From an optimization exercise on the open Yosys and OpenROAD flow, aimed at small area; shortcuts taken in it are not production practice.
At most, simulation tests tie the RTL to the original design; equivalence was not proved.
Only the layout flow was run in runs 1 to 5; the RTL was not checked for function there.
No activity file was given, so power comes from the tool's default toggle rates.

$ cat flow/config.mk
export PLATFORM = sky130hd
export DESIGN_NAME = rf_riscv_mp
export DESIGN_NICKNAME = rf_riscv_mp
export VERILOG_FILES = /design/flow/design.v
export SDC_FILE = /design/flow/constraint.sdc
export NUM_CORES = 4
export LEC_CHECK = 0
export CAP_MARGIN = 20
export CORE_AREA = 4 4 426 266
export DIE_AREA = 0 0 430 270
export SETUP_SLACK_MARGIN = 0.2
export SLEW_MARGIN = 20
export SYNTH_HIERARCHICAL = 1
export SYNTH_MINIMUM_KEEP_SIZE = 0
$ cat flow/constraint.sdc
create_clock -name core_clock -period 6.0 [get_ports {clk_i}]
set_input_delay 1.2000 -clock core_clock [delete_from_list [all_inputs] [get_ports {clk_i}]]
set_output_delay 1.2000 -clock core_clock [all_outputs]
set_load 0.01 [all_outputs]
$ cat flow/design.v
module rf_riscv_mp #(
    parameter  int unsigned XLEN   = 32,
    parameter  int unsigned DEPTH  = 32,
    parameter  int unsigned NRD    = 4,
    parameter  int unsigned BYPASS = 1,
    localparam int unsigned AW     = $clog2(DEPTH)
) (
    input  logic                  clk_i,
    input  logic                  rst_i,
    output logic                  ready_o,
    input  logic [NRD*AW-1:0]     read_addr_i,
    output logic [NRD*XLEN-1:0]   read_data_o,
    input  logic                  we0_i,
    input  logic [AW-1:0]         wa0_i,
    input  logic [XLEN-1:0]       wd0_i,
    input  logic                  we1_i,
    input  logic [AW-1:0]         wa1_i,
    input  logic [XLEN-1:0]       wd1_i,
    output logic                  wr_conflict_o
);
    localparam logic [4:0] LFSR_INIT = 5'b00001;
    function automatic logic [4:0] lfsr_step(input logic [4:0] s);
        lfsr_step = {s[3:0], s[4] ^ s[2]};
    endfunction
    function automatic logic [4:0] lfsr_last();
        logic [4:0] s;
        s = LFSR_INIT;
        for (int i = 0; i < 30; i++) s = lfsr_step(s);
        lfsr_last = s;
    endfunction
    localparam logic [4:0] LFSR_LAST = lfsr_last();
    logic       run_q;
    logic [4:0] lfsr_q;
    logic       conflict_q;
    logic       wr0_en_c, wr1_en_c;
    always_ff @(posedge clk_i) begin
        if (rst_i) begin
            run_q      <= 1'b0;
            lfsr_q     <= LFSR_INIT;
            conflict_q <= 1'b0;
        end else begin
            lfsr_q     <= lfsr_step(lfsr_q);
            if (lfsr_q == LFSR_LAST) run_q <= 1'b1;
            conflict_q <= wr0_en_c && wr1_en_c && (wa0_i == wa1_i);
        end
    end
    assign wr0_en_c = run_q && we0_i && (wa0_i != '0);
    assign wr1_en_c = run_q && we1_i && (wa1_i != '0);
    logic [XLEN-1:0] mem_q [1:DEPTH-1];
    for (genvar r = 1; r < DEPTH; r++) begin : g_reg
        logic s1, s0, hold;
        assign s1   = !rst_i && wr1_en_c && (wa1_i == AW'(r));
        assign s0   = !rst_i && wr0_en_c && (wa0_i == AW'(r)) && !s1;
        assign hold = rst_i || (run_q && !s1 && !s0);
        logic [XLEN-1:0] mem_d;
        for (genvar b = 0; b < XLEN; b++) begin : g_bit
            rf_sel3 u_wr (
                .s0_i(s1), .d0_i(wd1_i[b]), .s1_i(s0), .d1_i(wd0_i[b]), .s2_i(hold), .d2_i(mem_q[r][b]),
                .y_o(mem_d[b])
            );
        end
        always_ff @(posedge clk_i) begin
            mem_q[r] <= mem_d;
        end
    end
    for (genvar k = 0; k < NRD; k++) begin : g_rd
        logic [AW-1:0]    raddr;
        logic             f1, f0;
        logic [DEPTH-1:1] rsel;
        logic [XLEN-1:0]  rdata;
        assign raddr = read_addr_i[k*AW +: AW];
        logic             hit1, hit0, nofwd;
        logic [7:0]       pre_hi;
        logic [3:0]       pre_lo;
        assign hit1  = (BYPASS != 0) && wr1_en_c && (wa1_i == raddr);
        assign hit0  = (BYPASS != 0) && wr0_en_c && (wa0_i == raddr);
        assign f1    = hit1;
        assign f0    = hit0 && !hit1;
        assign nofwd = run_q && !hit1 && !hit0;
        for (genvar i = 0; i < 8; i++) begin : g_hi
            assign pre_hi[i] = nofwd && (raddr[4:2] == 3'(i));
        end
        for (genvar j = 0; j < 4; j++) begin : g_lo
            assign pre_lo[j] = (raddr[1:0] == 2'(j));
        end
        for (genvar r = 1; r < DEPTH; r++) begin : g_sel
            assign rsel[r] = pre_hi[r/4] && pre_lo[r%4];
        end
        logic [32:0]     src_sel;
        logic [XLEN-1:0] src_dat [33];
        assign src_sel[0] = f1;
        assign src_dat[0] = wd1_i;
        assign src_sel[1] = f0;
        assign src_dat[1] = wd0_i;
        for (genvar r = 1; r < DEPTH; r++) begin : g_src
            assign src_sel[r+1] = rsel[r];
            assign src_dat[r+1] = mem_q[r];
        end
        for (genvar b = 0; b < XLEN; b++) begin : g_bit
            logic [10:0] grp_n;
            for (genvar g = 0; g < 11; g++) begin : g_grp
                rf_aoi3 u_aoi (
                    .s0_i(src_sel[3*g]),   .d0_i(src_dat[3*g][b]),
                    .s1_i(src_sel[3*g+1]), .d1_i(src_dat[3*g+1][b]),
                    .s2_i(src_sel[3*g+2]), .d2_i(src_dat[3*g+2][b]),
                    .y_n_o(grp_n[g])
                );
            end
            rf_nand11 u_or (.a_i(grp_n), .y_o(rdata[b]));
        end
        assign read_data_o[k*XLEN +: XLEN] = rdata;
    end
    assign ready_o       = run_q;
    assign wr_conflict_o = conflict_q;
endmodule
module rf_sel3 (
    input  logic s0_i, d0_i, s1_i, d1_i, s2_i, d2_i,
    output logic y_o
);
    assign y_o = (s0_i & d0_i) | (s1_i & d1_i) | (s2_i & d2_i);
endmodule
module rf_aoi3 (
    input  logic s0_i, d0_i, s1_i, d1_i, s2_i, d2_i,
    output logic y_n_o
);
    assign y_n_o = ~((s0_i & d0_i) | (s1_i & d1_i) | (s2_i & d2_i));
endmodule
module rf_nand11 (
    input  logic [10:0] a_i,
    output logic        y_o
);
    assign y_o = ~&a_i;
endmodule
$ cat flow/flow/run.sh
#!/bin/bash
# Standard ORFS layout, with the register array placed as a grid before global placement.
set -euo pipefail
here=$(pwd)
export PRE_GLOBAL_PLACE_SKIP_IO_TCL=$here/flow/array_place.tcl
export PRE_RESIZE_TCL=$here/flow/unfix.tcl
bash standard.sh finish > "$here/standard_flow.log" 2>&1
$ cat flow/flow/array_place.tcl
# Structured placement of the register array, run before global placement (skip IO).
# Flops, their write AND-OR-invert cells and the read AND-OR-invert cells are placed as a grid:
# 16 columns; register r uses two rows, the first holding bit c and the second bit c+16 of
# column c. The placed cells are marked FIRM so global placement arranges the rest around them;
# unfix.tcl releases them before resizing.
set block  [ord::get_db_block]
set core   [$block getCoreArea]
set site_w 460
set row_h  2720
set COLS   16
set PITCH  [expr {[info exists ::env(ARRAY_PITCH)] ? $::env(ARRAY_PITCH) : 48}]
set NREG   31
set NROWS  [expr {2 * $NREG}]
set rows   [$block getRows]
set row0_y [[lindex $rows 0] getOrigin]
set row0_x [lindex $row0_y 0]
set row0_y [lindex $row0_y 1]
set nrows_core [llength $rows]
set nsites_core [[lindex $rows 0] getSiteCount]

set first_row [expr {($nrows_core - $NROWS) / 2}]
set first_site [expr {($nsites_core - $COLS * $PITCH) / 2}]
if {$first_site < 0 || $first_row < 0} { error "array does not fit in the core" }

# Tap cells per row, as sorted x positions
array set taps {}
foreach inst [$block getInsts] {
  if {[[$inst getMaster] getType] eq "CORE_WELLTAP" || [string match "TAP_*" [$inst getName]]} {
    set loc [$inst getLocation]
    set ri [expr {([lindex $loc 1] - $row0_y) / $row_h}]
    lappend taps($ri) [lindex $loc 0]
  }
}

proc driver_of {net} {
  foreach it [$net getITerms] {
    if {[$it isOutputSignal]} { return [$it getInst] }
  }
  return ""
}

proc in_net {inst pin} {
  foreach it [$inst getITerms] {
    if {[[$it getMTerm] getName] eq $pin} { return [$it getNet] }
  }
  return ""
}

set placed 0
# place inst at site cursor (in dbu x) of row ri; returns the new cursor
proc put {inst x ri} {
  global taps row_h row0_y site_w rows placed
  set w [[$inst getMaster] getWidth]
  if {[info exists taps($ri)]} {
    set moved 1
    while {$moved} {
      set moved 0
      foreach tx $taps($ri) {
        if {$x < $tx + $site_w && $tx < $x + $w} { set x [expr {$tx + $site_w}]; set moved 1 }
      }
    }
  }
  set row [lindex $rows $ri]
  $inst setOrient [$row getOrient]
  $inst setLocation $x [expr {$row0_y + $ri * $row_h}]
  $inst setPlacementStatus FIRM
  incr placed
  return [expr {$x + $w}]
}

proc esc {s} { return [string map {[ \\[ ] \\]} $s] }

# Read AOI cells of bit b, in (group, lane) order, spread evenly over the 31 registers' rows
for {set b 0} {$b < 32} {incr b} {
  for {set i 0} {$i < 44} {incr i} {
    set g [expr {$i / 4}]
    set k [expr {$i % 4}]
    set net [$block findNet [esc "g_rd\[$k\].g_bit\[$b\].g_grp\[$g\].u_aoi.y_n_o"]]
    if {$net eq "NULL"} { error "no read net $k $b $g" }
    set r [expr {1 + ($i * $NREG) / 44}]
    lappend rd_cells($r,$b) [driver_of $net]
  }
}

for {set r 1} {$r <= $NREG} {incr r} {
  for {set b 0} {$b < 32} {incr b} {
    set c [expr {$b % 16}]
    set h [expr {$b / 16}]
    set ri [expr {$first_row + 2 * ($r - 1) + $h}]
    set x [expr {$row0_x + ($first_site + $c * $PITCH) * $site_w}]
    set ff [$block findInst [esc "mem_q\[$r\]\[$b\]\$_DFF_P_"]]
    if {$ff eq "NULL"} { error "no flop $r $b" }
    set winv [driver_of [in_net $ff D]]
    set x [put $ff $x $ri]
    if {$winv ne "" && [[$winv getMaster] getName] eq "sky130_fd_sc_hd__inv_1"} {
      set waoi [driver_of [in_net $winv A]]
      set x [put $winv $x $ri]
      if {$waoi ne ""} { set x [put $waoi $x $ri] }
    } elseif {$winv ne ""} {
      set x [put $winv $x $ri]
    }
    foreach a $rd_cells($r,$b) { set x [put $a $x $ri] }
    set limit [expr {$row0_x + ($first_site + ($c + 1) * $PITCH) * $site_w}]
    if {$x > $limit} { puts "array_place: row $ri column $c overflows by [expr {($x - $limit) / $site_w}] sites" }
  }
}
puts "array_place: placed $placed cells, rows $first_row.. sites $first_site.., pitch $PITCH"
$ cat flow/flow/unfix.tcl
# Release the array cells that array_place.tcl fixed, so resizing and detailed placement treat
# them like every other cell.
set n 0
foreach inst [[ord::get_db_block] getInsts] {
  if {[$inst getPlacementStatus] eq "FIRM"} { $inst setPlacementStatus PLACED; incr n }
}
puts "unfix: released $n cells"
$ cat flow/standard.sh
#!/bin/bash
# synth_recipe.tcl (not shown) runs the flow's synth.tcl, then flattens the netlist and writes it again
# the make line also repeats each setting of config.mk as NAME=value (left out here)
make -C /OpenROAD-flow-scripts/flow DESIGN_CONFIG=/design/flow/config.mk WORK_HOME=/design/flow/orfs CLKGATE_MAP_FILE= SYNTH_SCRIPT=/design/flow/synth_recipe.tcl "${@:-finish}"
==> results.cfg, run 1 <==
[outcome]
status = stopped before the end
haltStage = global placement without I/O (3_1_place_gp_skip_io)
stop_error = Error: global_place_skip_io.tcl, 4 can't read "rows": no such variable

[synth]
ys.flop_type = dfxtp_1
ys_warn_count = 17
synth_cell_types = 39
async_flop_share = 0
syn-num-nets = 5544
synthCells = 5446
synth_edf_count = 0
ys_seq_area_frac = 0.368
ys_ff_latch = 999
syn_avg_cell_area_sq_um = 9.97
synth_area_sq_um = 54300

[floorplanning]
start_util = 0.498
fp.dieW_microns = 430
rows = 95
die_h_microns = 270
## per-module statistics from Yosys (local to each module, per instance)
| module | cells inside | flops+latches | copies in the design | area [sq um] |
|---|---|---|---|---|
| rf_riscv_mp | 1542 | 999 | 1 | 23500 |
| rf_aoi3 | 1 | 0 | 1408 | 10.0 |
| rf_sel3 | 2 | 0 | 992 | 13.8 |
| rf_nand11 | 4 | 0 | 128 | 23.8 |
## cells in the mapped netlist (4+ instances only)
cell,count,share of area
a222oi_1,2400,0.44
inv_1,1022,0.071
dfxtp_1,999,0.37
nand4_1,259,0.030
nand3_1,150,0.014
or3_1,133,0.015
nor4_1,93,0.011
nand2_1,73,0.0050
nor2_1,42,0.0029
nor4_2,39,0.0090
xnor2_1,34,0.0055
clkbuf_1,31,0.0021
a31o_2,30,0.0048
buf_2,19,0.0018
buf_6,14,0.0029
nand2b_1,13,0.0015
nand3b_1,12,0.0017
nor2b_1,12,0.0014
xor2_1,12,0.0019
nor3_1,11,0.0010
buf_1,10,0.00069
or3b_2,7,0.0011
or2_2,5,0.00058
nor4_4,4,0.0016
## logic make-up after synthesis
| kind of cell | after synthesis | synth area share |
|---|---|---|
| simple gates | 864 | 0.0970 |
| xor+xnor | 46 | 0.00742 |
| compound gates | 2440 | 0.449 |
| flops | 999 | 0.368 |
| buf+inv | 1097 | 0.0782 |
==> run 2: changes to the inputs <==
--- a/flow/flow/array_place.tcl
+++ b/flow/flow/array_place.tcl
@@ -3,6 +3,8 @@
 # 16 columns; register r uses two rows, the first holding bit c and the second bit c+16 of
 # column c. The placed cells are marked FIRM so global placement arranges the rest around them;
 # unfix.tcl releases them before resizing.
+# ORFS sources hooks from inside a proc: run this file at global level instead
+if {[info level] > 0} { uplevel #0 [list source [info script]]; return }
 set block  [ord::get_db_block]
 set core   [$block getCoreArea]
 set site_w 460
@@ -47,25 +49,38 @@
 }
 
 set placed 0
-# place inst at site cursor (in dbu x) of row ri; returns the new cursor
-proc put {inst x ri} {
-  global taps row_h row0_y site_w rows placed
-  set w [[$inst getMaster] getWidth]
-  if {[info exists taps($ri)]} {
-    set moved 1
-    while {$moved} {
-      set moved 0
-      foreach tx $taps($ri) {
-        if {$x < $tx + $site_w && $tx < $x + $w} { set x [expr {$tx + $site_w}]; set moved 1 }
-      }
-    }
-  }
+# place inst at x (dbu) in row ri
+proc put_at {inst x ri} {
+  global row_h row0_y rows placed
   set row [lindex $rows $ri]
   $inst setOrient [$row getOrient]
   $inst setLocation $x [expr {$row0_y + $ri * $row_h}]
   $inst setPlacementStatus FIRM
   incr placed
-  return [expr {$x + $w}]
+}
+
+# pack the cells from x on in row ri, in order, but filling the gap before a tap cell with a
+# later cell that fits when the next one does not; returns the new cursor
+proc pack {cells x ri} {
+  global taps site_w
+  set tl {}
+  if {[info exists taps($ri)]} { set tl [lsort -integer $taps($ri)] }
+  while {[llength $cells] > 0} {
+    set t ""
+    foreach tx $tl { if {$tx + $site_w > $x} { set t $tx; break } }
+    if {$t eq ""} { set gap 1000000000 } else { set gap [expr {$t - $x}] }
+    if {$gap <= 0} { set x [expr {$t + $site_w}]; continue }
+    set pick -1
+    for {set i 0} {$i < [llength $cells]} {incr i} {
+      if {[[[lindex $cells $i] getMaster] getWidth] <= $gap} { set pick $i; break }
+    }
+    if {$pick < 0} { set x [expr {$t + $site_w}]; continue }
+    set inst [lindex $cells $pick]
+    set cells [lreplace $cells $pick $pick]
+    put_at $inst $x $ri
+    set x [expr {$x + [[$inst getMaster] getWidth]}]
+  }
+  return $x
 }
 
 proc esc {s} { return [string map {[ \\[ ] \\]} $s] }
@@ -91,15 +106,15 @@
     set ff [$block findInst [esc "mem_q\[$r\]\[$b\]\$_DFF_P_"]]
     if {$ff eq "NULL"} { error "no flop $r $b" }
     set winv [driver_of [in_net $ff D]]
-    set x [put $ff $x $ri]
+    set cells [list $ff]
     if {$winv ne "" && [[$winv getMaster] getName] eq "sky130_fd_sc_hd__inv_1"} {
+      lappend cells $winv
       set waoi [driver_of [in_net $winv A]]
-      set x [put $winv $x $ri]
-      if {$waoi ne ""} { set x [put $waoi $x $ri] }
+      if {$waoi ne ""} { lappend cells $waoi }
     } elseif {$winv ne ""} {
-      set x [put $winv $x $ri]
+      lappend cells $winv
     }
-    foreach a $rd_cells($r,$b) { set x [put $a $x $ri] }
+    set x [pack [concat $cells $rd_cells($r,$b)] $x $ri]
     set limit [expr {$row0_x + ($first_site + ($c + 1) * $PITCH) * $site_w}]
     if {$x > $limit} { puts "array_place: row $ri column $c overflows by [expr {($x - $limit) / $site_w}] sites" }
   }
==> run 2 against run 1 <==
The run fails in global routing (5_1_grt); synthesized cell count did not move; area after synthesis did not move.
==> results.cfg, run 2 <==
[synth]
async_flop_share = 0
synthTopCellsByCount = 2400 x a222oi_1, 1022 x inv_1, 999 x dfxtp_1
syn_avg_cell_area_sq_um = 9.97
synth_top_area_frac = 0.442
ys_ff_latch = 999
synth_area_sq_um = 54300
syn-num-nets = 5544
synth_xor_area_frac = 0.00742
ys_seq_area_frac = 0.368
ys.flop_type = dfxtp_1
synth_fa_ha_area_frac = 0
synthCells = 5446
synth_cell_types = 39
synth_edf_count = 0
synthSimpleGateAreaFrac = 0.0970
yosysTopAreaCell = a222oi_1
synth_mux_area_frac = 0
synth_top_family_by_area = compound AO/OA/AOI/OAI gates
ys_warn_count = 17
synth_compound_area_frac = 0.449
yosysMostFrequentCell = a222oi_1
ys_top_cells_by_area = a222oi_1 44%, dfxtp_1 37%, inv_1 7.1%

[outcome]
status = stopped before the end
haltStage = global routing (5_1_grt)
stop_error = [ERROR GRT-0116] Global routing finished with congestion. Check the congestion regions in the DRC Viewer.

[global_routing]
grt_pass1_vias = 111529
track_usage = 1.09
grt_pass1_wl_microns = 925000
grt_max_degree = 46
overflow = 13972

[clocking]
numCtsBuffers = 90
clock-root-buffer = clkbuf_16
clock_sinks = 999
h-tree-depth = 3
clk_path_buf_depth = 3

[placement]
post-place-ws_ns = -1.77
hpwl_microns = 391000
post_dp_cell_area_sq_um = 77600
io_buffers = 227
gp_congestion = 1.66

[floorplanning]
fp.dieW_microns = 430
die_h_microns = 270
rows = 95
ioPinCount = 228
start_util = 0.498
-- run 2: cell counts after synthesis --
Identical to the previous run, type by type.
-- run 2: worst max-delay path by stage --
| stage | cells after the start | endpoint | slack (ns) | from |
|---|---|---|---|---|
| after CTS | 18 | read_data_o[6] | -0.68 | read_addr_i[0] |
| after detailed placement | 16 | read_data_o[86] | -1.77 | wa0_i[1] |
| after global placement | 14 | read_data_o[86] | -2.35 | wa0_i[1] |
| after floorplan | 9 | read_data_o[32] | 0.32 | wa1_i[0] |
-- run 2: timing repair --
action                                   CTS
hold buffers                               0
endpoints found under the setup margin   128
pin swaps                                549
buffers inserted                         476
gates resized for setup                 1306
endpoints found under the hold margin      0
cloned                                    15
-- run 2: Yosys stat by module, one instance, submodules excluded --
module       area [sq um]  flops+latches  cells inside  copies in the design
rf_nand11            23.8              0             4                   128
rf_aoi3              10.0              0             1                  1408
rf_sel3              13.8              0             2                   992
rf_riscv_mp         23500            999          1542                     1
-- run 2: cells by family after synthesis --
family          Yosys count
compound gates         2440
xor+xnor                 46
buf+inv                1097
flops                   999
simple gates            864
-- run 2: per-stage QoR --
stage                     cells  total power, mW  hold slack (ns)
after floorplan            5446             7.01            0.439
after global placement     9127             7.61            0.449
after detailed placement   9240             7.64            0.452
after CTS                  9891             13.7            0.464
-- run 2: power by group through the flow --
stage | clock network (mW) | logic (mW) | registers [mW]
after CTS | 6.16 | 0.951 | 6.64
after detailed placement | 0 | 0.854 | 6.79
after global placement | 0 | 0.826 | 6.79
after floorplan | 0 | 0.228 | 6.79
-- run 2: per-layer routing --
metal,overflow,track usage
met2,7546,1.28
met3,1203,0.963
met1,1776,0.998
met4,3199,1.15
met5,248,0.927
==> run 3: changes to the inputs <==
--- a/flow/config.mk
+++ b/flow/config.mk
@@ -8,6 +8,7 @@
 export CAP_MARGIN = 20
 export CORE_AREA = 4 4 426 266
 export DIE_AREA = 0 0 430 270
+export GPL_TIMING_DRIVEN = 0
 export SETUP_SLACK_MARGIN = 0.2
 export SLEW_MARGIN = 20
 export SYNTH_HIERARCHICAL = 1
==> run 3 against run 2 <==
The flow stops in global placement (3_3_place_gp); area after synthesis did not move; synthesized cell count unchanged.
==> results.cfg, run 3 <==
[synth]
yosysMostFrequentCell = a222oi_1
ys.flop_type = dfxtp_1
synth_area_sq_um = 54300
ys_top_cells_by_area = a222oi_1 44%, dfxtp_1 37%, inv_1 7.1%
ys_warn_count = 17
async_flop_share = 0
yosysTopAreaCell = a222oi_1
synth_edf_count = 0
ys_seq_area_frac = 0.368
synth_top_area_frac = 0.442
ys_ff_latch = 999
synthTopCellsByCount = 2400 x a222oi_1, 1022 x inv_1, 999 x dfxtp_1
syn_avg_cell_area_sq_um = 9.97
synth_cell_types = 39
synthCells = 5446
syn-num-nets = 5544

[floorplanning]
start_util = 0.498
die_h_microns = 270
rows = 95
ioPinCount = 228
fp.dieW_microns = 430

[outcome]
stop_error = [ERROR GPL-0305] RePlAce diverged during gradient descent calculation, resulting in an invalid step length (Inf or NaN). This is often caused by numerical instability ...
status = stopped before the end
haltStage = global placement (3_3_place_gp)

[placement]
io_buffers = 207
==> run 3: cell counts after synthesis <==
Identical to the previous run, type by type.
==> run 3: logic make-up after synthesis <==
| kind of cell | after synthesis | share of synthesized area |
|---|---|---|
| AOI/OAI and AO/OA | 2440 | 0.449 |
| xor gates and xnor gates | 46 | 0.00742 |
| DFF | 999 | 0.368 |
| and+or+nand+nor | 864 | 0.0970 |
| buffers and inverters | 1097 | 0.0782 |
==> run 3: modules after synthesis, one instance, submodules excluded <==
module	copies in the design	flops+latches	cell area [sq um]	cells inside
rf_aoi3	1408	0	10.0	1
rf_nand11	128	0	23.8	4
rf_sel3	992	0	13.8	2
rf_riscv_mp	1	999	23500	1542
==> run 4: changes to the inputs <==
--- a/flow/config.mk
+++ b/flow/config.mk
@@ -8,6 +8,7 @@
 export CAP_MARGIN = 20
 export CORE_AREA = 4 4 426 266
 export DIE_AREA = 0 0 430 270
+export GPL_ROUTABILITY_DRIVEN = 0
 export GPL_TIMING_DRIVEN = 0
 export SETUP_SLACK_MARGIN = 0.2
 export SLEW_MARGIN = 20
==> run 4 against run 3 <==
The flow stops in global routing (5_1_grt); area after synthesis did not move; synthesized cell count is the same.
==> results.cfg, run 4 <==
[global_routing]
grt_pass1_wl_microns = 739000
overflow = 5099
grt_max_degree = 36
grt_pass1_vias = 90807
track_usage = 0.866

[synth]
ys_warn_count = 17
synthCells = 5446
ys_ff_latch = 999
syn_avg_cell_area_sq_um = 9.97
synth_edf_count = 0
synth_area_sq_um = 54300
yosysMostFrequentCell = a222oi_1
syn-num-nets = 5544
ys_seq_area_frac = 0.368
synth_cell_types = 39
ys_top_cells_by_area = a222oi_1 44%, dfxtp_1 37%, inv_1 7.1%
ys.flop_type = dfxtp_1
yosysTopAreaCell = a222oi_1
synth_top_area_frac = 0.442
async_flop_share = 0
synthTopCellsByCount = 2400 x a222oi_1, 1022 x inv_1, 999 x dfxtp_1

[outcome]
haltStage = global routing (5_1_grt)
stop_error = [ERROR GRT-0116] Global routing finished with congestion. Check the congestion regions in the DRC Viewer.
status = stopped before the end

[clocking]
numCtsBuffers = 87
clock-root-buffer = clkbuf_16
clock_sinks = 999
h-tree-depth = 3
clk_path_buf_depth = 3

[floorplanning]
rows = 95
start_util = 0.498
die_h_microns = 270
ioPinCount = 228
fp.dieW_microns = 430

[placement]
hpwl_microns = 239000
io_buffers = 207
dp_cells = 7410
run 4: cell counts after synthesis:
No cell type changed its count.
run 4: modules after synthesis (local to each module, per instance):
module,flip-flops and latches,area (sq um),copies in the design,cells inside
rf_aoi3,0,10.0,1408,1
rf_nand11,0,23.8,128,4
rf_riscv_mp,999,23500,1,1542
rf_sel3,0,13.8,992,2
run 4: cell families after synthesis:
family / Yosys count / share of synthesized area
AOI/OAI and AO/OA: 2440 / 0.449
xor gates and xnor gates: 46 / 0.00742
buffers and inverters: 1097 / 0.0782
DFF: 999 / 0.368
and+or+nand+nor: 864 / 0.0970
run 4: power by group through the flow:
| stage | clock [mW] | sequential (mW) | combinational [mW] |
|---|---|---|---|
| after floorplan | 0 | 6.79 | 0.228 |
| after detailed placement | 0 | 6.79 | 0.659 |
| after CTS | 5.73 | 6.64 | 0.705 |
| after global placement | 0 | 6.79 | 0.600 |
run 4: through the flow:
step | utilization | worst slack (ns) | instance area, sq um
floorplan | - | 0.320 | 54900
global placement | 0.539 | -3.15 | 58800
detailed placement | 0.577 | -2.23 | 62900
CTS | 0.638 | 0.0409 | 69500
run 4: routing by layer:
| metal | overflow | global-route usage |
|---|---|---|
| met2 | 2652 | 0.946 |
| met3 | 452 | 0.804 |
| met1 | 485 | 0.859 |
| met4 | 1447 | 0.877 |
| met5 | 63 | 0.596 |
run 4: worst max path at each step:
stage	start	end	slack, ns	cells past startpoint
CTS	read_addr_i[9]	read_data_o[42]	0.04	13
detailed placement	read_addr_i[4]	read_data_o[12]	-2.23	13
floorplan	wa1_i[0]	read_data_o[32]	0.32	9
global placement	read_addr_i[4]	read_data_o[12]	-3.15	10
run 4: repair_timing:
item,in CTS
gates cloned,26
pin swaps,417
buffers inserted,225
gates resized for setup,569
hold buffers,0
setup endpoints to repair,128
==> run 5: changes to the inputs <==
--- a/flow/flow/run.sh
+++ b/flow/flow/run.sh
@@ -4,4 +4,5 @@
 here=$(pwd)
 export PRE_GLOBAL_PLACE_SKIP_IO_TCL=$here/flow/array_place.tcl
 export PRE_RESIZE_TCL=$here/flow/unfix.tcl
+export BUFFER_PORTS_ARGS="-buffer_cell sky130_fd_sc_hd__buf_2"
 bash standard.sh finish > "$here/standard_flow.log" 2>&1
==> run 5 against run 4 <==
The flow again stops in global routing (5_1_grt); synthesized cell count stayed put; area after synthesis unchanged.
==> results.cfg, run 5 <==
[outcome]
status = stopped before the end
haltStage = global routing (5_1_grt)
stop_error = [ERROR GRT-0116] Global routing finished with congestion. Check the congestion regions in the DRC Viewer.

[floorplanning]
start_util = 0.498
ioPinCount = 228
fp.dieW_microns = 430
rows = 95
die_h_microns = 270

[synth]
yosysMostFrequentCell = a222oi_1
synth_top_area_frac = 0.442
ys.flop_type = dfxtp_1
synth_xor_area_frac = 0.00742
synth_mux_area_frac = 0
synth_fa_ha_area_frac = 0
synth_compound_area_frac = 0.449
syn_avg_cell_area_sq_um = 9.97
ys_top_cells_by_area = a222oi_1 44%, dfxtp_1 37%, inv_1 7.1%
synth_area_sq_um = 54300
async_flop_share = 0
synthSimpleGateAreaFrac = 0.0970
synthCells = 5446
syn-num-nets = 5544
synth_cell_types = 39
synthTopCellsByCount = 2400 x a222oi_1, 1022 x inv_1, 999 x dfxtp_1
ys_warn_count = 17
synth_top_family_by_area = compound AO/OA/AOI/OAI gates
yosysTopAreaCell = a222oi_1
ys_seq_area_frac = 0.368
synth_edf_count = 0
ys_ff_latch = 999

[global_routing]
grt_pass1_wl_microns = 714000
track_usage = 0.836
grt_pass1_vias = 88441
overflow = 4677
grt_max_degree = 36

[clocking]
numCtsBuffers = 85
clock-root-buffer = clkbuf_16
ctsHoldBuffers = 0
clk_path_buf_depth = 3
clock_sinks = 999
h-tree-depth = 3

[placement]
io_buffers = 207
post_dp_cell_area_sq_um = 61900
hpwl_microns = 240000
dp_cells = 7410
## run 5: cell counts after synthesis
Identical to the previous run, type by type.
## run 5: timing repair
item	4_1_cts
pin swaps	219
gates cloned	12
gates resized for setup	311
buffers inserted	145
endpoints found under the setup margin	128
## run 5: worst max-delay path by stage
stage | startpoint | endpoint | slack [ns]
CTS | read_addr_i[0] | read_data_o[29] | -0.05
global placement | wa1_i[0] | read_data_o[12] | -2.40
floorplan | wa1_i[0] | read_data_o[32] | 0.32
detailed placement | read_addr_i[1] | read_data_o[13] | -1.69
## run 5: cells by family after synthesis
kind of cell,Yosys count
AO/OA/AOI/OAI,2440
XOR/XNOR,46
buffers and inverters,1097
flip-flops,999
AND/OR/NAND/NOR,864
## run 5: per-layer routing
layer | track usage | GRT overflow
met5 | 0.566 | 63
met2 | 0.911 | 2513
met3 | 0.791 | 344
met1 | 0.818 | 418
met4 | 0.855 | 1339
## run 5: metrics by stage
step,hold WS [ns],total power [mW],TNS [ns],setup WS (ns)
4_1_cts,0.485,13.1,-0.0453,-0.0453
3_5_place_dp,0.461,7.41,-143.87,-1.69
2_1_floorplan,0.439,7.01,0,0.320
3_3_place_gp,0.447,7.35,-409.59,-2.40
## run 5: power by group through the flow
stage	sequential [mW]	combinational [mW]	clock, mW
floorplan	6.79	0.228	0
global placement	6.79	0.568	0
CTS	6.64	0.668	5.79
detailed placement	6.79	0.626	0
## run 5: modules after synthesis (local to each module, per instance)
module / cells / flops+latches / cell area, sq um
rf_riscv_mp: 1542 / 999 / 23500
rf_nand11: 4 / 0 / 23.8
rf_aoi3: 1 / 0 / 10.0
rf_sel3: 2 / 0 / 13.8
==> run 6: changes to the inputs <==
--- a/flow/design.v
+++ b/flow/design.v
@@ -65,20 +65,19 @@
     end
     for (genvar k = 0; k < NRD; k++) begin : g_rd
         logic [AW-1:0]    raddr;
-        logic             f1, f0;
+        logic             hit1, hit0, f1, f0, nf;
+        logic [7:0]       pre_hi;
+        logic [3:0]       pre_lo;
         logic [DEPTH-1:1] rsel;
         logic [XLEN-1:0]  rdata;
         assign raddr = read_addr_i[k*AW +: AW];
-        logic             hit1, hit0, nofwd;
-        logic [7:0]       pre_hi;
-        logic [3:0]       pre_lo;
         assign hit1  = (BYPASS != 0) && wr1_en_c && (wa1_i == raddr);
         assign hit0  = (BYPASS != 0) && wr0_en_c && (wa0_i == raddr);
         assign f1    = hit1;
         assign f0    = hit0 && !hit1;
-        assign nofwd = run_q && !hit1 && !hit0;
+        assign nf    = !hit1 && !hit0;
         for (genvar i = 0; i < 8; i++) begin : g_hi
-            assign pre_hi[i] = nofwd && (raddr[4:2] == 3'(i));
+            assign pre_hi[i] = run_q && (raddr[4:2] == 3'(i));
         end
         for (genvar j = 0; j < 4; j++) begin : g_lo
             assign pre_lo[j] = (raddr[1:0] == 2'(j));
@@ -86,27 +85,25 @@
         for (genvar r = 1; r < DEPTH; r++) begin : g_sel
             assign rsel[r] = pre_hi[r/4] && pre_lo[r%4];
         end
-        logic [32:0]     src_sel;
-        logic [XLEN-1:0] src_dat [33];
-        assign src_sel[0] = f1;
-        assign src_dat[0] = wd1_i;
-        assign src_sel[1] = f0;
-        assign src_dat[1] = wd0_i;
-        for (genvar r = 1; r < DEPTH; r++) begin : g_src
-            assign src_sel[r+1] = rsel[r];
-            assign src_dat[r+1] = mem_q[r];
-        end
         for (genvar b = 0; b < XLEN; b++) begin : g_bit
             logic [10:0] grp_n;
-            for (genvar g = 0; g < 11; g++) begin : g_grp
+            for (genvar g = 0; g < 10; g++) begin : g_grp
                 rf_aoi3 u_aoi (
-                    .s0_i(src_sel[3*g]),   .d0_i(src_dat[3*g][b]),
-                    .s1_i(src_sel[3*g+1]), .d1_i(src_dat[3*g+1][b]),
-                    .s2_i(src_sel[3*g+2]), .d2_i(src_dat[3*g+2][b]),
+                    .s0_i(rsel[3*g+1]), .d0_i(mem_q[3*g+1][b]),
+                    .s1_i(rsel[3*g+2]), .d1_i(mem_q[3*g+2][b]),
+                    .s2_i(rsel[3*g+3]), .d2_i(mem_q[3*g+3][b]),
                     .y_n_o(grp_n[g])
                 );
             end
-            rf_nand11 u_or (.a_i(grp_n), .y_o(rdata[b]));
+            rf_nand2 u_n31 (.a_i(rsel[31]), .b_i(mem_q[31][b]), .y_n_o(grp_n[10]));
+            logic [2:0] part;
+            rf_nand4 u_c0 (.a_i(grp_n[3:0]),  .y_o(part[0]));
+            rf_nand4 u_c1 (.a_i(grp_n[7:4]),  .y_o(part[1]));
+            rf_nand3 u_c2 (.a_i(grp_n[10:8]), .y_o(part[2]));
+            rf_rdout u_out (
+                .part_i(part), .f1_i(f1), .wd1_i(wd1_i[b]), .f0_i(f0), .wd0_i(wd0_i[b]),
+                .nf_i(nf), .y_o(rdata[b])
+            );
         end
         assign read_data_o[k*XLEN +: XLEN] = rdata;
     end
@@ -125,9 +122,28 @@
 );
     assign y_n_o = ~((s0_i & d0_i) | (s1_i & d1_i) | (s2_i & d2_i));
 endmodule
-module rf_nand11 (
-    input  logic [10:0] a_i,
-    output logic        y_o
+module rf_nand2 (
+    input  logic a_i, b_i,
+    output logic y_n_o
+);
+    assign y_n_o = ~(a_i & b_i);
+endmodule
+module rf_nand4 (
+    input  logic [3:0] a_i,
+    output logic       y_o
 );
     assign y_o = ~&a_i;
 endmodule
+module rf_nand3 (
+    input  logic [2:0] a_i,
+    output logic       y_o
+);
+    assign y_o = ~&a_i;
+endmodule
+module rf_rdout (
+    input  logic [2:0] part_i,
+    input  logic       f1_i, wd1_i, f0_i, wd0_i, nf_i,
+    output logic       y_o
+);
+    assign y_o = (f1_i & wd1_i) | (f0_i & wd0_i) | (nf_i & |part_i);
+endmodule
--- a/flow/flow/array_place.tcl
+++ b/flow/flow/array_place.tcl
@@ -10,7 +10,7 @@
 set site_w 460
 set row_h  2720
 set COLS   16
-set PITCH  [expr {[info exists ::env(ARRAY_PITCH)] ? $::env(ARRAY_PITCH) : 48}]
+set PITCH  [expr {[info exists ::env(ARRAY_PITCH)] ? $::env(ARRAY_PITCH) : 60}]
 set NREG   31
 set NROWS  [expr {2 * $NREG}]
 set rows   [$block getRows]
@@ -85,28 +85,53 @@
 
 proc esc {s} { return [string map {[ \\[ ] \\]} $s] }
 
-# Read AOI cells of bit b, in (group, lane) order, spread evenly over the 31 registers' rows
-for {set b 0} {$b < 32} {incr b} {
-  for {set i 0} {$i < 44} {incr i} {
-    set g [expr {$i / 4}]
-    set k [expr {$i % 4}]
-    set net [$block findNet [esc "g_rd\[$k\].g_bit\[$b\].g_grp\[$g\].u_aoi.y_n_o"]]
-    if {$net eq "NULL"} { error "no read net $k $b $g" }
-    set r [expr {1 + ($i * $NREG) / 44}]
-    lappend rd_cells($r,$b) [driver_of $net]
+# the first of the named nets that exists
+proc find_net_any {names} {
+  global block
+  foreach n $names {
+    set net [$block findNet [esc $n]]
+    if {$net ne "NULL"} { return $net }
   }
+  return "NULL"
+}
+
+# Cells of the output cone of net (its driver and, through nets without a name of their own,
+# the drivers feeding it)
+proc cone_of {net} {
+  set out {}
+  set todo [list $net]
+  while {[llength $todo] > 0} {
+    set n [lindex $todo 0]
+    set todo [lrange $todo 1 end]
+    set d [driver_of $n]
+    if {$d eq "" || [lsearch -exact $out $d] >= 0} continue
+    lappend out $d
+    foreach it [$d getITerms] {
+      if {[$it isInputSignal] && [$it getNet] ne "NULL"} {
+        set nm [[$it getNet] getName]
+        if {[string match "_*" $nm]} { lappend todo [$it getNet] }
+      }
+    }
+  }
+  return $out
+}
+
+# Row loads, in sites, per (register, bit): flop + write cells first
+proc width_sites {inst} { global site_w; return [expr {[[$inst getMaster] getWidth] / $site_w}] }
+proc assign_cell {inst b lo hi} {
+  global load rd_cells
+  set best $lo
+  for {set r $lo} {$r <= $hi} {incr r} { if {$load($r,$b) < $load($best,$b)} { set best $r } }
+  lappend rd_cells($best,$b) $inst
+  set load($best,$b) [expr {$load($best,$b) + [width_sites $inst]}]
 }
 
 for {set r 1} {$r <= $NREG} {incr r} {
   for {set b 0} {$b < 32} {incr b} {
-    set c [expr {$b % 16}]
-    set h [expr {$b / 16}]
-    set ri [expr {$first_row + 2 * ($r - 1) + $h}]
-    set x [expr {$row0_x + ($first_site + $c * $PITCH) * $site_w}]
     set ff [$block findInst [esc "mem_q\[$r\]\[$b\]\$_DFF_P_"]]
     if {$ff eq "NULL"} { error "no flop $r $b" }
+    set cells [list $ff]
     set winv [driver_of [in_net $ff D]]
-    set cells [list $ff]
     if {$winv ne "" && [[$winv getMaster] getName] eq "sky130_fd_sc_hd__inv_1"} {
       lappend cells $winv
       set waoi [driver_of [in_net $winv A]]
@@ -114,9 +139,54 @@
     } elseif {$winv ne ""} {
       lappend cells $winv
     }
-    set x [pack [concat $cells $rd_cells($r,$b)] $x $ri]
+    set wr_cells($r,$b) $cells
+    set rd_cells($r,$b) {}
+    set load($r,$b) 0
+    foreach c $cells { set load($r,$b) [expr {$load($r,$b) + [width_sites $c]}] }
+  }
+}
+
+for {set b 0} {$b < 32} {incr b} {
+  # read AND-OR-invert cells: group g holds x(3g+1)..x(3g+3); x31 has its own NAND
+  for {set g 0} {$g < 11} {incr g} {
+    for {set k 0} {$k < 4} {incr k} {
+      if {$g < 10} {
+        set net [find_net_any [list "g_rd\[$k\].g_bit\[$b\].g_grp\[$g\].u_aoi.y_n_o" "g_rd\[$k\].g_bit\[$b\].grp_n\[$g\]"]]
+        set lo [expr {3 * $g + 1}]
+        set hi [expr {3 * $g + 3}]
+      } else {
+        set net [find_net_any [list "g_rd\[$k\].g_bit\[$b\].u_n31.y_n_o" "g_rd\[$k\].g_bit\[$b\].grp_n\[10\]"]]
+        set lo 30
+        set hi 31
+      }
+      if {$net eq "NULL"} { error "no read net $k $b $g" }
+      assign_cell [driver_of $net] $b $lo $hi
+    }
+  }
+  # the three partial ORs near their terms, the output select in the middle
+  for {set k 0} {$k < 4} {incr k} {
+    foreach {part lo hi} {0 4 9 1 16 21 2 26 31} {
+      set net [find_net_any [list "g_rd\[$k\].g_bit\[$b\].u_c$part.y_o" "g_rd\[$k\].g_bit\[$b\].part\[$part\]"]]
+      if {$net eq "NULL"} { error "no net $part $k $b" }
+      assign_cell [driver_of $net] $b $lo $hi
+    }
+    set net [$block findNet [esc "g_rd\[$k\].g_bit\[$b\].u_out.y_o"]]
+    if {$net eq "NULL"} { error "no out net $k $b" }
+    foreach c [cone_of $net] { assign_cell $c $b 10 20 }
+  }
+}
+
+set maxload 0
+for {set r 1} {$r <= $NREG} {incr r} {
+  for {set b 0} {$b < 32} {incr b} {
+    if {$load($r,$b) > $maxload} { set maxload $load($r,$b) }
+    set c [expr {$b % 16}]
+    set h [expr {$b / 16}]
+    set ri [expr {$first_row + 2 * ($r - 1) + $h}]
+    set x [expr {$row0_x + ($first_site + $c * $PITCH) * $site_w}]
+    set x [pack [concat $wr_cells($r,$b) $rd_cells($r,$b)] $x $ri]
     set limit [expr {$row0_x + ($first_site + ($c + 1) * $PITCH) * $site_w}]
     if {$x > $limit} { puts "array_place: row $ri column $c overflows by [expr {($x - $limit) / $site_w}] sites" }
   }
 }
-puts "array_place: placed $placed cells, rows $first_row.. sites $first_site.., pitch $PITCH"
+puts "array_place: placed $placed cells, rows $first_row.. sites $first_site.., pitch $PITCH, largest row load $maxload sites"
--- a/flow/config.mk
+++ b/flow/config.mk
@@ -6,8 +6,8 @@
 export NUM_CORES = 4
 export LEC_CHECK = 0
 export CAP_MARGIN = 20
-export CORE_AREA = 4 4 426 266
-export DIE_AREA = 0 0 430 270
+export CORE_AREA = 4 4 496 266
+export DIE_AREA = 0 0 500 270
 export GPL_ROUTABILITY_DRIVEN = 0
 export GPL_TIMING_DRIVEN = 0
 export SETUP_SLACK_MARGIN = 0.2
==> run 6 against run 5 <==
The run again fails in global routing (5_1_grt); synthesized cell count up 3.8%; area after synthesis down 0.36%.
==> results.cfg, run 6 <==
[floorplanning]
fp.dieW_microns = 500
die_h_microns = 270
rows = 95
start_util = 0.426
ioPinCount = 228

[clocking]
clock-root-buffer = clkbuf_16
clk_path_buf_depth = 3
clock_sinks = 999
h-tree-depth = 3
numCtsBuffers = 83
ctsHoldBuffers = 0

[synth]
yosysTopAreaCell = a222oi_1
synthTopCellsByCount = 2272 x a222oi_1, 999 x dfxtp_1, 992 x inv_1
ys_seq_area_frac = 0.370
synthCells = 5653
synth_cell_types = 37
synth_top_area_frac = 0.420
ys.flop_type = dfxtp_1
async_flop_share = 0
ys_warn_count = 9
syn-num-nets = 5751
ys_ff_latch = 999
yosysMostFrequentCell = a222oi_1
ys_top_cells_by_area = a222oi_1 42%, dfxtp_1 37%, inv_1 6.9%
synth_edf_count = 0
syn_avg_cell_area_sq_um = 9.57
synth_area_sq_um = 54100

[global_routing]
overflow = 196
grt_max_degree = 36
track_usage = 0.560
grt_pass1_vias = 78863
grt_pass1_wl_microns = 563000

[placement]
post_dp_cell_area_sq_um = 64400
hpwl_microns = 234000
io_buffers = 209

[outcome]
status = stopped before the end
stop_error = [ERROR GRT-0116] Global routing finished with congestion. Check the congestion regions in the DRC Viewer.
haltStage = global routing (5_1_grt)
-- run 6: cell types whose count changed after synthesis, sizes merged, moves of 24 or more --
| cell | previous run | this run |
|---|---|---|
| nand2 | 73 | 281 |
| nor2 | 43 | 185 |
| or3 | 133 | 2 |
| a222oi | 2400 | 2272 |
| a22oi | 0 | 128 |
| nor4 | 136 | 9 |
| o31ai | 1 | 128 |
| nor3 | 11 | 64 |
| a31o | 30 | 0 |
| inv | 1022 | 992 |
| buf | 44 | 20 |
-- run 6: per-module statistics from Yosys (local to each module, per instance) --
module       cells  area, sq um  copies in the design
rf_aoi3          1         10.0                  1280
rf_nand2         1         3.75                   128
rf_nand3         1         5.00                   128
rf_nand4         1         6.26                   256
rf_rdout         3         18.8                   128
rf_riscv_mp   1493        22500                     1
rf_sel3          2         13.8                   992
-- run 6: kinds of logic after synthesis --
kind of cell	count (synthesis)	synth area share
buffers and inverters	1042	0.0729
xor gates and xnor gates	46	0.00744
and+or+nand+nor	1022	0.0919
DFF	999	0.370
AOI/OAI and AO/OA	2544	0.458
-- run 6: worst min path at each step --
stage | from | cells after the start | slack [ns] | end
after floorplan | lfsr_q[0]$_SDFF_PP1_ | 1 | 0.44 | lfsr_q[1]$_SDFF_PP0_
after global placement | lfsr_q[0]$_SDFF_PP1_ | 1 | 0.46 | lfsr_q[1]$_SDFF_PP0_
after detailed placement | lfsr_q[0]$_SDFF_PP1_ | 1 | 0.47 | lfsr_q[1]$_SDFF_PP0_
after CTS | lfsr_q[0]$_SDFF_PP1_ | 1 | 0.48 | lfsr_q[1]$_SDFF_PP0_
-- run 6: through the flow --
step / hold slack [ns] / setup WS, ns / std cells / power, mW / setup TNS [ns]
floorplan: 0.439 / 0.0973 / 5653 / 6.97 / 0
global placement: 0.459 / -6.34 / 7559 / 7.33 / -2742.94
detailed placement: 0.466 / 0.221 / 7934 / 7.46 / 0
CTS: 0.479 / 0.153 / 8105 / 12.9 / 0
-- run 6: power by group through the flow --
stage               logic (mW)  clock network, mW  registers, mW
floorplan                0.185                  0           6.79
global placement         0.541                  0           6.79
detailed placement       0.668                  0           6.79
CTS                      0.684               5.61           6.63
-- run 6: layer usage --
| layer | overflow | track usage |
|---|---|---|
| met4 | 72 | 0.473 |
| met5 | 4 | 0.288 |
| met1 | 14 | 0.579 |
| met3 | 20 | 0.549 |
| met2 | 86 | 0.615 |
-- run 6: repair_timing --
item	4_1_cts
endpoints found under the hold margin	0
endpoints found under the setup margin	7
pin swaps	8
setup buffers	25
resized for setup	1
==> run 7: changes to the inputs <==
--- a/flow/flow/array_place.tcl
+++ b/flow/flow/array_place.tcl
@@ -1,7 +1,7 @@
 # Structured placement of the register array, run before global placement (skip IO).
 # Flops, their write AND-OR-invert cells and the read AND-OR-invert cells are placed as a grid:
-# 16 columns; register r uses two rows, the first holding bit c and the second bit c+16 of
-# column c. The placed cells are marked FIRM so global placement arranges the rest around them;
+# 16 columns; register r uses RPR rows, the first holding bit c and the second bit c+16 of
+# column c, the others left to the remaining logic and the routing. The placed cells are marked FIRM so global placement arranges the rest around them;
 # unfix.tcl releases them before resizing.
 # ORFS sources hooks from inside a proc: run this file at global level instead
 if {[info level] > 0} { uplevel #0 [list source [info script]]; return }
@@ -12,7 +12,10 @@
 set COLS   16
 set PITCH  [expr {[info exists ::env(ARRAY_PITCH)] ? $::env(ARRAY_PITCH) : 60}]
 set NREG   31
-set NROWS  [expr {2 * $NREG}]
+# empty sites left after each cell, for pin access
+set GAP    [expr {[info exists ::env(ARRAY_GAP)] ? $::env(ARRAY_GAP) : 1}]
+set RPR    [expr {[info exists ::env(ARRAY_RPR)] ? $::env(ARRAY_RPR) : 3}]
+set NROWS  [expr {$RPR * $NREG}]
 set rows   [$block getRows]
 set row0_y [[lindex $rows 0] getOrigin]
 set row0_x [lindex $row0_y 0]
@@ -62,7 +65,7 @@
 # pack the cells from x on in row ri, in order, but filling the gap before a tap cell with a
 # later cell that fits when the next one does not; returns the new cursor
 proc pack {cells x ri} {
-  global taps site_w
+  global taps site_w GAP
   set tl {}
   if {[info exists taps($ri)]} { set tl [lsort -integer $taps($ri)] }
   while {[llength $cells] > 0} {
@@ -78,7 +81,7 @@
     set inst [lindex $cells $pick]
     set cells [lreplace $cells $pick $pick]
     put_at $inst $x $ri
-    set x [expr {$x + [[$inst getMaster] getWidth]}]
+    set x [expr {$x + [[$inst getMaster] getWidth] + $GAP * $site_w}]
   }
   return $x
 }
@@ -182,7 +185,7 @@
     if {$load($r,$b) > $maxload} { set maxload $load($r,$b) }
     set c [expr {$b % 16}]
     set h [expr {$b / 16}]
-    set ri [expr {$first_row + 2 * ($r - 1) + $h}]
+    set ri [expr {$first_row + $RPR * ($r - 1) + $h}]
     set x [expr {$row0_x + ($first_site + $c * $PITCH) * $site_w}]
     set x [pack [concat $wr_cells($r,$b) $rd_cells($r,$b)] $x $ri]
     set limit [expr {$row0_x + ($first_site + ($c + 1) * $PITCH) * $site_w}]
==> flow/config.mk (replaced) <==
export PLATFORM = sky130hd
export DESIGN_NAME = rf_riscv_mp
export DESIGN_NICKNAME = rf_riscv_mp
export VERILOG_FILES = /design/flow/design.v
export SDC_FILE = /design/flow/constraint.sdc
export NUM_CORES = 4
export LEC_CHECK = 0
export CAP_MARGIN = 10
export CORE_AREA = 4 4 496 306
export DIE_AREA = 0 0 500 310
export GPL_ROUTABILITY_DRIVEN = 0
export GPL_TIMING_DRIVEN = 0
export MIN_ROUTING_LAYER = met2
export SETUP_SLACK_MARGIN = 0.2
export SLEW_MARGIN = 10
export SYNTH_HIERARCHICAL = 1
export SYNTH_MINIMUM_KEEP_SIZE = 0
==> run 7 against run 6 <==
The flow again stops in global routing (5_1_grt); area after synthesis stayed put; synthesized cell count stayed put.
==> results.cfg, run 7 <==
[outcome]
status = stopped before the end
haltStage = global routing (5_1_grt)
stop_error = [ERROR GRT-0116] Global routing finished with congestion. Check the congestion regions in the DRC Viewer.

[global_routing]
grt_pass1_vias = 107763
track_usage = 0.810
grt_max_degree = 36
overflow = 2657
grt_pass1_wl_microns = 615000

[placement]
post_dp_cell_area_sq_um = 65000
hpwl_microns = 256000
io_buffers = 209
post-place-ws_ns = 0.0612

[clocking]
clock_sinks = 999
clock-root-buffer = clkbuf_16
h-tree-depth = 3
clk_path_buf_depth = 3
numCtsBuffers = 101

[synth]
ys_seq_area_frac = 0.370
synth_top_area_frac = 0.420
synth_edf_count = 0
ys_ff_latch = 999
synth_area_sq_um = 54100
syn-num-nets = 5751
yosysMostFrequentCell = a222oi_1
ys_top_cells_by_area = a222oi_1 42%, dfxtp_1 37%, inv_1 6.9%
syn_avg_cell_area_sq_um = 9.57
synthTopCellsByCount = 2272 x a222oi_1, 999 x dfxtp_1, 992 x inv_1
yosysTopAreaCell = a222oi_1
synth_cell_types = 37
async_flop_share = 0
synthCells = 5653
ys_warn_count = 9
ys.flop_type = dfxtp_1

[floorplanning]
fp.dieW_microns = 500
ioPinCount = 228
rows = 110
start_util = 0.368
die_h_microns = 310
## run 7: cell counts after synthesis
Identical to the previous run, type by type.
## run 7: logic make-up after synthesis
| kind of cell | after synthesis | share of synthesized area |
|---|---|---|
| AO/OA/AOI/OAI | 2544 | 0.458 |
| XOR/XNOR | 46 | 0.00744 |
| flip-flops | 999 | 0.370 |
| AND/OR/NAND/NOR | 1022 | 0.0919 |
| buffers and inverters | 1042 | 0.0729 |
## run 7: repair_timing
action | 4_1_cts
endpoints found under the setup margin | 23
buffers inserted | 7
resized for setup | 6
hold buffers | 0
pin swaps | 4
## run 7: how the worst max path moves through the flow
stage	to	slack (ns)	cells past startpoint
CTS	read_data_o[76]	0.23	11
detailed placement	read_data_o[119]	0.06	10
global placement	mem_q[3][31]$_DFF_P_	-6.55	7
floorplan	mem_q[8][0]$_DFF_P_	0.1	6
## run 7: per-layer routing
| layer | GRT overflow | track usage |
|---|---|---|
| met1 | - | - |
| met2 | 702 | 0.818 |
| met3 | 1435 | 0.899 |
| met4 | 345 | 0.654 |
| met5 | 175 | 0.770 |
## run 7: per-module statistics from Yosys (local to each module, per instance)
module / copies in the design / area, sq um
rf_nand4: 256 / 6.26
rf_nand2: 128 / 3.75
rf_sel3: 992 / 13.8
rf_aoi3: 1280 / 10.0
rf_riscv_mp: 1 / 22500
rf_rdout: 128 / 18.8
rf_nand3: 128 / 5.00
## run 7: power groups by stage
stage          Combinational, mW  Sequential, mW  Clock, mW
3_5_place_dp               0.694            6.79          0
4_1_cts                    0.699            6.64       6.78
2_1_floorplan              0.185            6.79          0
3_3_place_gp               0.571            6.79          0
## run 7: stage by stage
step | instances | TNS, ns | total power [mW] | utilization
2_1_floorplan | 5653 | 0 | 6.97 | -
3_3_place_gp | 7822 | -2643.08 | 7.36 | 0.392
3_5_place_dp | 8172 | 0 | 7.48 | 0.442
4_1_cts | 8362 | 0 | 14.1 | 0.467
==> run 8: changes to the inputs <==
--- a/flow/design.v
+++ b/flow/design.v
@@ -75,9 +75,9 @@
         assign hit0  = (BYPASS != 0) && wr0_en_c && (wa0_i == raddr);
         assign f1    = hit1;
         assign f0    = hit0 && !hit1;
-        assign nf    = !hit1 && !hit0;
+        assign nf    = run_q && !hit1 && !hit0;
         for (genvar i = 0; i < 8; i++) begin : g_hi
-            assign pre_hi[i] = run_q && (raddr[4:2] == 3'(i));
+            assign pre_hi[i] = (raddr[4:2] == 3'(i));
         end
         for (genvar j = 0; j < 4; j++) begin : g_lo
             assign pre_lo[j] = (raddr[1:0] == 2'(j));
--- a/flow/flow/run.sh
+++ b/flow/flow/run.sh
@@ -5,4 +5,5 @@
 export PRE_GLOBAL_PLACE_SKIP_IO_TCL=$here/flow/array_place.tcl
 export PRE_RESIZE_TCL=$here/flow/unfix.tcl
 export BUFFER_PORTS_ARGS="-buffer_cell sky130_fd_sc_hd__buf_2"
+export CTS_ARGS="-sink_clustering_enable -repair_clock_nets -dont_use_dummy_load -buf_list sky130_fd_sc_hd__clkbuf_8"
 bash standard.sh finish > "$here/standard_flow.log" 2>&1
--- a/flow/flow/array_place.tcl
+++ b/flow/flow/array_place.tcl
@@ -10,11 +10,11 @@
 set site_w 460
 set row_h  2720
 set COLS   16
-set PITCH  [expr {[info exists ::env(ARRAY_PITCH)] ? $::env(ARRAY_PITCH) : 60}]
+set PITCH  [expr {[info exists ::env(ARRAY_PITCH)] ? $::env(ARRAY_PITCH) : 80}]
 set NREG   31
 # empty sites left after each cell, for pin access
-set GAP    [expr {[info exists ::env(ARRAY_GAP)] ? $::env(ARRAY_GAP) : 1}]
-set RPR    [expr {[info exists ::env(ARRAY_RPR)] ? $::env(ARRAY_RPR) : 3}]
+set GAP    [expr {[info exists ::env(ARRAY_GAP)] ? $::env(ARRAY_GAP) : 2}]
+set RPR    [expr {[info exists ::env(ARRAY_RPR)] ? $::env(ARRAY_RPR) : 4}]
 set NROWS  [expr {$RPR * $NREG}]
 set rows   [$block getRows]
 set row0_y [[lindex $rows 0] getOrigin]
==> flow/config.mk (replaced) <==
export PLATFORM = sky130hd
export DESIGN_NAME = rf_riscv_mp
export DESIGN_NICKNAME = rf_riscv_mp
export VERILOG_FILES = /design/flow/design.v
export SDC_FILE = /design/flow/constraint.sdc
export NUM_CORES = 4
export LEC_CHECK = 0
export CAP_MARGIN = 10
export CORE_AREA = 4 4 636 396
export DIE_AREA = 0 0 640 400
export GPL_ROUTABILITY_DRIVEN = 0
export GPL_TIMING_DRIVEN = 0
export SETUP_SLACK_MARGIN = 0.45
export SLEW_MARGIN = 10
export SYNTH_HIERARCHICAL = 1
export SYNTH_MINIMUM_KEEP_SIZE = 0
==> run 8 against run 7 <==
Synthesized cell count decreased by 0.19%; area after synthesis about the same; the run now finishes clean.
==> results.cfg, run 8 <==
[power]
pwr-share-clk = 0.422
ir_drop_v = 0.000152
power.density_nw_per_um2 = 195
p_sw_frac = 0.283
power_leakage_nw = 30.5
p_int_mw = 9.61
p_sw_mw = 3.79
sequentialPowerShare = 0.496
combPwrFrac = 0.082

[finish]
final_common_cell = a222oi_1
top_register = mem_q
stdcell_area_sq_um = 68800
drive_gt1_frac = 0.167
syn_to_final_growth_pct = 27.1
layout_common_cells = 2272 x a222oi_1, 999 x dfxtp_1, 992 x inv_1, 268 x nand2_1, 259 x nand4_1
largestRegisters = mem_q x992, lfsr_q x5
nets = 6521
largest_register_ffs = 992
fillers = 26160
regArea_sq_um = 20000
multi_input_area_sq_um = 31700

[synth]
ys.flop_type = dfxtp_1
synth_cell_types = 40
ys_ff_latch = 999
synth_fa_ha_area_frac = 0
yosysTopAreaCell = a222oi_1
synthCells = 5642
synthTopCellsByCount = 2272 x a222oi_1, 999 x dfxtp_1, 992 x inv_1
synthSimpleGateAreaFrac = 0.0938
syn_avg_cell_area_sq_um = 9.59
synth_area_sq_um = 54100
synth_mux_area_frac = 0
syn-num-nets = 5740
ys_warn_count = 9
async_flop_share = 0
synth_top_area_frac = 0.420
synth_xor_area_frac = 0.00744
ys_top_cells_by_area = a222oi_1 42%, dfxtp_1 37%, inv_1 6.9%
synth_top_family_by_area = compound AO/OA/AOI/OAI gates
synth_edf_count = 0
ys_seq_area_frac = 0.369
yosysMostFrequentCell = a222oi_1
synth_compound_area_frac = 0.456

[sta]
whs_ns = 0.475
fin_crit_sh = 0.935
fmax_ghz = 0.178
rsz0062_at_grt = yes
slew_headroom = 0.105
timing.final.ws_setup_ns = 0.390
finalMaxSlewViolations = 0
finalClockSkew_ns = 0.0606
setup_viol = 0
worst_pin_slew_ns = 1.34
post-route-min-period_ns = 5.61
timing.final.hold_violations = 0

[worst_setup_path]
r2r_start = run_q$_SDFFE_PP0N_
cp-end-kind = output port
required_ns = 4.80
r2r-end = mem_q[28][0]$_DFF_P_
worstPathArrival_ns = 4.41
reg2reg_slack_ns = 2.18
worst-setup-path-type = in -> out
rr_worst_depth = 10
crit_fanout = 24
endpoint = read_data_o[27]
start_kind = input port
worstSetupStartpoint = read_addr_i[2]

[floorplanning]
ioPinCount = 228
core_area_sq_um = 246000
fp.dieW_microns = 640
rows = 143
die-area_sq_um = 256000
die_h_microns = 400
start_util = 0.220

[worst_hold_path]
min_path_type = reg -> reg

[drt]
drt-initial-drc-count = 24315
drt_wl_total_microns = 394000
viasPerCell = 7.12
drt_first_pass_iters = 22
wl_per_cell_microns = 40.7
vias = 69081
detail-route-antenna-nets = 0
drc_errors = 0

[global_routing]
track_usage = 0.289
overflow = 0
grt_pass1_wl_microns = 521000
grt_max_degree = 36
antenna_found_initial = 15
grt_pass1_vias = 61631

[placement]
io_buffers = 211
hpwl_microns = 319000
post_dp_cell_area_sq_um = 66000
post-place-ws_ns = 0.259

[clocking]
clock-root-buffer = clkbuf_8
numCtsBuffers = 189
clkTransAtPathRegs_ns = 0.06
clock_latency_ns = 0.96
cts_tree = built
clk_path_buf_depth = 4
ctsHoldBuffers = 0
h-tree-depth = 4
clock_sinks = 999

[run]
drv.max_cap_violation_count = 0

[outcome]
status = complete, no violations
## run 8: how the worst min path moves through the flow
stage,startpoint,to,slack [ns],depth (start not counted)
floorplan,lfsr_q[0]$_SDFF_PP1_,lfsr_q[1]$_SDFF_PP0_,0.44,1
global placement,lfsr_q[1]$_SDFF_PP0_,lfsr_q[2]$_SDFF_PP0_,0.45,1
detailed placement,lfsr_q[1]$_SDFF_PP0_,lfsr_q[2]$_SDFF_PP0_,0.47,1
CTS,lfsr_q[1]$_SDFF_PP0_,lfsr_q[2]$_SDFF_PP0_,0.48,1
global route,lfsr_q[1]$_SDFF_PP0_,lfsr_q[2]$_SDFF_PP0_,0.49,1
finish,lfsr_q[1]$_SDFF_PP0_,lfsr_q[2]$_SDFF_PP0_,0.47,1
## run 8: power by group through the flow
stage / Sequential (mW) / Combinational, mW / Clock [mW]
5_1_grt: 6.64 / 1.11 / 6.04
6_report: 6.65 / 1.10 / 5.65
4_1_cts: 6.65 / 1.03 / 5.83
3_3_place_gp: 6.79 / 0.833 / 0
3_5_place_dp: 6.79 / 1.03 / 0
2_1_floorplan: 6.79 / 0.278 / 0
## run 8: routing by layer
layer | vias to the layer above | global-route usage | part of all wire
li1 | 28117 | - | -
met1 | 33298 | 0.385 | 0.37
met2 | 6513 | 0.439 | 0.42
met3 | 1153 | 0.0455 | 0.14
met4 | 0 | 0.175 | 0.073
met5 | - | 0.000379 | 0
## run 8: modules after synthesis, one instance, submodules excluded
| module | cells inside | flip-flops and latches | copies in the design |
|---|---|---|---|
| rf_aoi3 | 1 | 0 | 1280 |
| rf_nand3 | 1 | 0 | 128 |
| rf_rdout | 3 | 0 | 128 |
| rf_nand2 | 1 | 0 | 128 |
| rf_sel3 | 2 | 0 | 992 |
| rf_nand4 | 1 | 0 | 256 |
| rf_riscv_mp | 1482 | 999 | 1 |
## run 8: area by class of cell
| type | count | area share |
|---|---|---|
| antenna | 13 | 0.000473 |
| buffer | 46 | 0.00389 |
| clock buffer | 189 | 0.0378 |
| inverter | 992 | 0.0541 |
| multi-input combinational | 3601 | 0.461 |
| sequential | 999 | 0.291 |
| tap | 3262 | 0.0593 |
| timing repair buffer | 594 | 0.0921 |
## run 8: metrics by stage
| stage | total power, mW | cells | utilization | TNS, ns |
|---|---|---|---|---|
| 5_1_grt | 13.8 | 9693 | 0.280 | 0 |
| 3_3_place_gp | 7.62 | 9115 | 0.241 | -2894.25 |
| 3_5_place_dp | 7.82 | 9488 | 0.269 | 0 |
| 4_1_cts | 13.5 | 9673 | 0.279 | 0 |
| 6_report | 13.4 | 9696 | 0.280 | 0 |
| 2_1_floorplan | 7.06 | 5642 | - | 0 |
## run 8: worst max-delay path, stage by stage
cell	delay (ns)
clkbuf_4	0.23
nor2_1	0.09
nand2_2	0.15
nor2_4	0.11
buf_12	0.19
a222oi_1	1.14
nand4_1	0.53
o31ai_2	0.43
nand2_1	0.10
clkbuf_4	0.22
## run 8: kinds of logic after synthesis
| kind of cell | count (synthesis) |
|---|---|
| compound gates | 2531 |
| buf+inv | 1042 |
| simple gates | 1024 |
| flops | 999 |
| xor+xnor | 46 |
## run 8: what timing repair did
action | 4_1_cts | 5_1_grt
pin swaps | 0 | 8
resized for setup | 1 | 54
setup endpoints to repair | 92 | 42
buffers inserted | 0 | 10

-- what the ideal ports hide --
The results above use ideal ports. As a check the final layout listed here was re-extracted and re-timed, cells and wires unchanged.
Step 1 assumes that a clkbuf_16 drives the clock port and a buf_2 every other input.
Step 2 adds t to the input delays and takes it off the output delays; t is the mean of the earliest and latest rising clock arrival at the registers after step 1. Input paths then give back, and output paths get back, about the clock's delay inside the block.
Slacks: no drivers / after step 1 / after step 2; pairs: no drivers / after step 1.
run: run 8
t, ns: 1.028
setup slack, ns: 0.390 / 0.257 / 0.257
worst setup path after step 2: input to output
slew at the worst register clock pin (ns): 0.07 / 0.07
pins driven straight from the clock port: 1
After both steps run 8 still meets setup and hold. For run 8, drivers alone change the setup slack by -0.133 ns; drivers and shift together by -0.133 ns.
